Source: an optimization exercise on an open RTL-to-GDS flow (aim: small area and a short achievable clock period). Production flows keep margins and buffers that such runs may drop. The RTL was checked by simulation tests, not by an equivalence proof against the original design.

## conv_top
module conv_top (
    input  logic                 clk,
    input  logic                 rst_n,
    input  logic                 in_valid,
    input  logic [2-1:0][8-1:0] in_data,
    input  logic                 coef_wr,
    input  conv_pkg::chan_idx_t  coef_chan,
    input  conv_pkg::tap_idx_t   coef_addr,
    input  conv_pkg::coeff_t     coef_data,
    output logic                 out_valid,
    output logic [2-1:0][24-1:0] out_data
);
    localparam int NSR = 33;   
    localparam int NST = 4;   
    localparam int XST = 3;   
    logic        v_q;
    logic [15:0] d_q;
    logic        cw_q;
    logic        cc_q;
    logic [4:0]  ca_q;
    logic [7:0]  cd_q;
    always_ff @(posedge clk or negedge rst_n) begin
        if (!rst_n) begin
            v_q  <= 1'b0;
            cw_q <= 1'b0;
        end else begin
            v_q  <= in_valid;
            cw_q <= coef_wr;
        end
    end
    always_ff @(posedge clk) begin
        d_q  <= in_data;
        cc_q <= coef_chan;
        ca_q <= coef_addr;
        cd_q <= coef_data;
    end
    localparam bit [59:0] LT = {5'd13, 5'd16, 5'd17, 5'd18, 5'd21, 5'd22, 5'd23, 5'd4, 5'd9, 5'd14, 5'd19, 5'd24};
    localparam bit [59:0] ET = {5'd1, 5'd2, 5'd3, 5'd6, 5'd7, 5'd8, 5'd11, 5'd0, 5'd5, 5'd10, 5'd15, 5'd20};
    logic [1:0][11:0][7:0] cur, oth;
    logic [1:0][7:0]       clo_cur, clo_oth;
    logic [1:0][7:0]       bias;
    logic                  swap;
    logic                  sr_late;   
    always_ff @(posedge clk or negedge rst_n) begin
        if (!rst_n) begin
            cur  <= '0;
            oth  <= '0;
            clo_cur <= '0;
            clo_oth <= '0;
            bias <= '0;
        end else if (swap) begin
            cur <= oth;
            oth <= cur;
            clo_cur <= clo_oth;
            clo_oth <= clo_cur;
  ...
clock: 7.5 ns
lec_check: 0
abc_clock_period_in_ps: 3000
cap_margin: 20
core_margin: 2
core_utilization: 60
cts_cluster_diameter: 120
cts_cluster_size: 24
setup_slack_margin: 4.5
slew_margin: 20
tns_end_percent: 100
standard.sh (not shown) runs the stock make flow with config.mk's settings and CLKGATE_MAP_FILE= SYNTH_SCRIPT=/design/flow/synth_recipe.tcl, a recipe that flattens the netlist after the stock synthesis.
==> flow/flow/run.sh <==
#!/bin/bash
# Standard layout, with one netlist clean-up between synthesis and floorplan:
# flow/polarity.py flips full-adder cells (a full adder fed complemented
# inputs gives complemented outputs) to drop the inverters synthesis leaves
# between them. Registers and every other cell are untouched.
set -euo pipefail
R=orfs/results/$FLOW_PLATFORM/conv_top/base
bash standard.sh synth > synth.log 2>&1
cp $R/1_2_yosys.v synth_netlist.v
python3 flow/polarity.py synth_netlist.v $R/1_2_yosys.v > polarity.log 2>&1
bash standard.sh finish > layout.log 2>&1
Other scripts of this flow, unchanged in this note and not shown: flow/flow/polarity.py
Change:
Settings changed: CAP_MARGIN 20 to 10, CORE_UTILIZATION 60 to 70, SETUP_SLACK_MARGIN 4.5 to 4.3, SLEW_MARGIN 20 to 10.
Outcome: Setup slack got worse by 160 ps. Synthesized cell count is unchanged. Clock-buffer cell count shrinks by 5. Critical path depth came out higher by 2. Design area came out lower by 3.2%. Die area falls by 14%. Via count climbs by 2.7%. Final cell count went down by 4.6%.

--- another note on this design; it stands on its own ---

==> inputs of tundra <==
## conv_top
module conv_top (
    input  logic                 clk,
    input  logic                 rst_n,
    input  logic                 in_valid,
    input  logic [2-1:0][8-1:0] in_data,
    input  logic                 coef_wr,
    input  conv_pkg::chan_idx_t  coef_chan,
    input  conv_pkg::tap_idx_t   coef_addr,
    input  conv_pkg::coeff_t     coef_data,
    output logic                 out_valid,
    output logic [2-1:0][24-1:0] out_data
);
==> flow/config.mk <==
export PLATFORM = sky130hd
export DESIGN_NAME = conv_top
export DESIGN_NICKNAME = conv_top
export VERILOG_FILES = /design/flow/design.v
export SDC_FILE = /design/flow/constraint.sdc
export NUM_CORES = 4
export LEC_CHECK = 0
export ABC_CLOCK_PERIOD_IN_PS = 2900
export CAP_MARGIN = 20
export CORE_MARGIN = 2
export CORE_UTILIZATION = 60
export CTS_CLUSTER_DIAMETER = 125
export CTS_CLUSTER_SIZE = 26
export SETUP_SLACK_MARGIN = 4.6
export SLEW_MARGIN = 20
export TNS_END_PERCENT = 100
==> flow/constraint.sdc <==
create_clock -name core_clock -period 7.5 [get_ports {clk}]
set_input_delay 1.5000 -clock core_clock [delete_from_list [all_inputs] [get_ports {clk}]]
set_output_delay 1.5000 -clock core_clock [all_outputs]
set_load 0.01 [all_outputs]
standard.sh (not shown) runs the stock make flow with config.mk's settings and CLKGATE_MAP_FILE= SYNTH_SCRIPT=/design/flow/synth_recipe.tcl, a recipe that flattens the netlist after the stock synthesis.
==> flow/flow/run.sh <==
#!/bin/bash
# Standard layout, with one netlist clean-up between synthesis and floorplan:
# flow/polarity.py flips full-adder cells (a full adder fed complemented
# inputs gives complemented outputs) to drop the inverters synthesis leaves
# between them. Registers and every other cell are untouched.
set -euo pipefail
R=orfs/results/$FLOW_PLATFORM/conv_top/base
bash standard.sh synth > synth.log 2>&1
cp $R/1_2_yosys.v synth_netlist.v
python3 flow/polarity.py synth_netlist.v $R/1_2_yosys.v > polarity.log 2>&1
bash standard.sh finish > layout.log 2>&1
Other scripts of this flow, unchanged in this note and not shown: flow/flow/polarity.py
==> lagoon: changes against tundra <==
Settings changed: ABC_CLOCK_PERIOD_IN_PS 2900 to 2800, CTS_CLUSTER_DIAMETER 125 to 120, CTS_CLUSTER_SIZE 26 to 24, SETUP_SLACK_MARGIN 4.6 to 4.75.
==> metrics.cfg <==
[setup_path]
crit_top_cell = fa_1

[global_route]
track_usage_pct = 37.23

[route]
dr.pass1.iters = 6

[sta]
relSlewSlack_pct = 31.03
fin_ws_ps = 4552

[clock_tree]
cts_setup_buffers = 190

[outcome]
outcome = finished clean

[layout]
clkCellAreaFrac_pct = 2.424

That was lagoon.
==> metrics.cfg <==
[outcome]
outcome = finished clean

[clock_tree]
cts_setup_buffers = 23

[route]
dr.pass1.iters = 8

[global_route]
track_usage_pct = 36.87

[setup_path]
crit_top_cell = fa_2

That was tundra.

## port drivers added, routing unchanged
The flow's constraints put no driver on any port. The routed layouts listed below were extracted and timed again, unchanged, in two steps.
Step 1 sets driving cells, clkbuf_16 on the clock port and buf_2 on the other inputs (assumed; they add their load-dependent delay and slew).
Step 2 adds t to the input delays and takes it off the output delays; t is the mean of the earliest and latest rising clock arrival at the registers after step 1. Input paths then give back, and output paths get back, about the clock's delay inside the block.
a / b / c = ideal / step 1 / step 2; a / b = the first two.
run	t (ns)	setup WS [ns]	hold slack, ns	worst setup path at the end	worst data-port slew with drivers (ns)
the first run of note 1	0.836	4.286 / 4.286 / 4.286	0.334 / 0.334 / 0.334	register to register	0.05
the second run of note 1	0.823	4.129 / 4.129 / 4.129	0.337 / 0.337 / 0.337	register to register	0.06
tundra	0.839	4.505 / 4.505 / 4.327	0.336 / 0.336 / 0.336	input, reset recovery	0.05
lagoon	0.853	4.552 / 4.552 / 4.325	0.338 / 0.338 / 0.338	input, reset recovery	0.05
After both steps setup and hold are still met in every run listed. The setup slack of lagoon, which loses most, moves by 0.000 ns with the drivers and by -0.227 ns with both steps. Setup slack includes reset recovery checks.
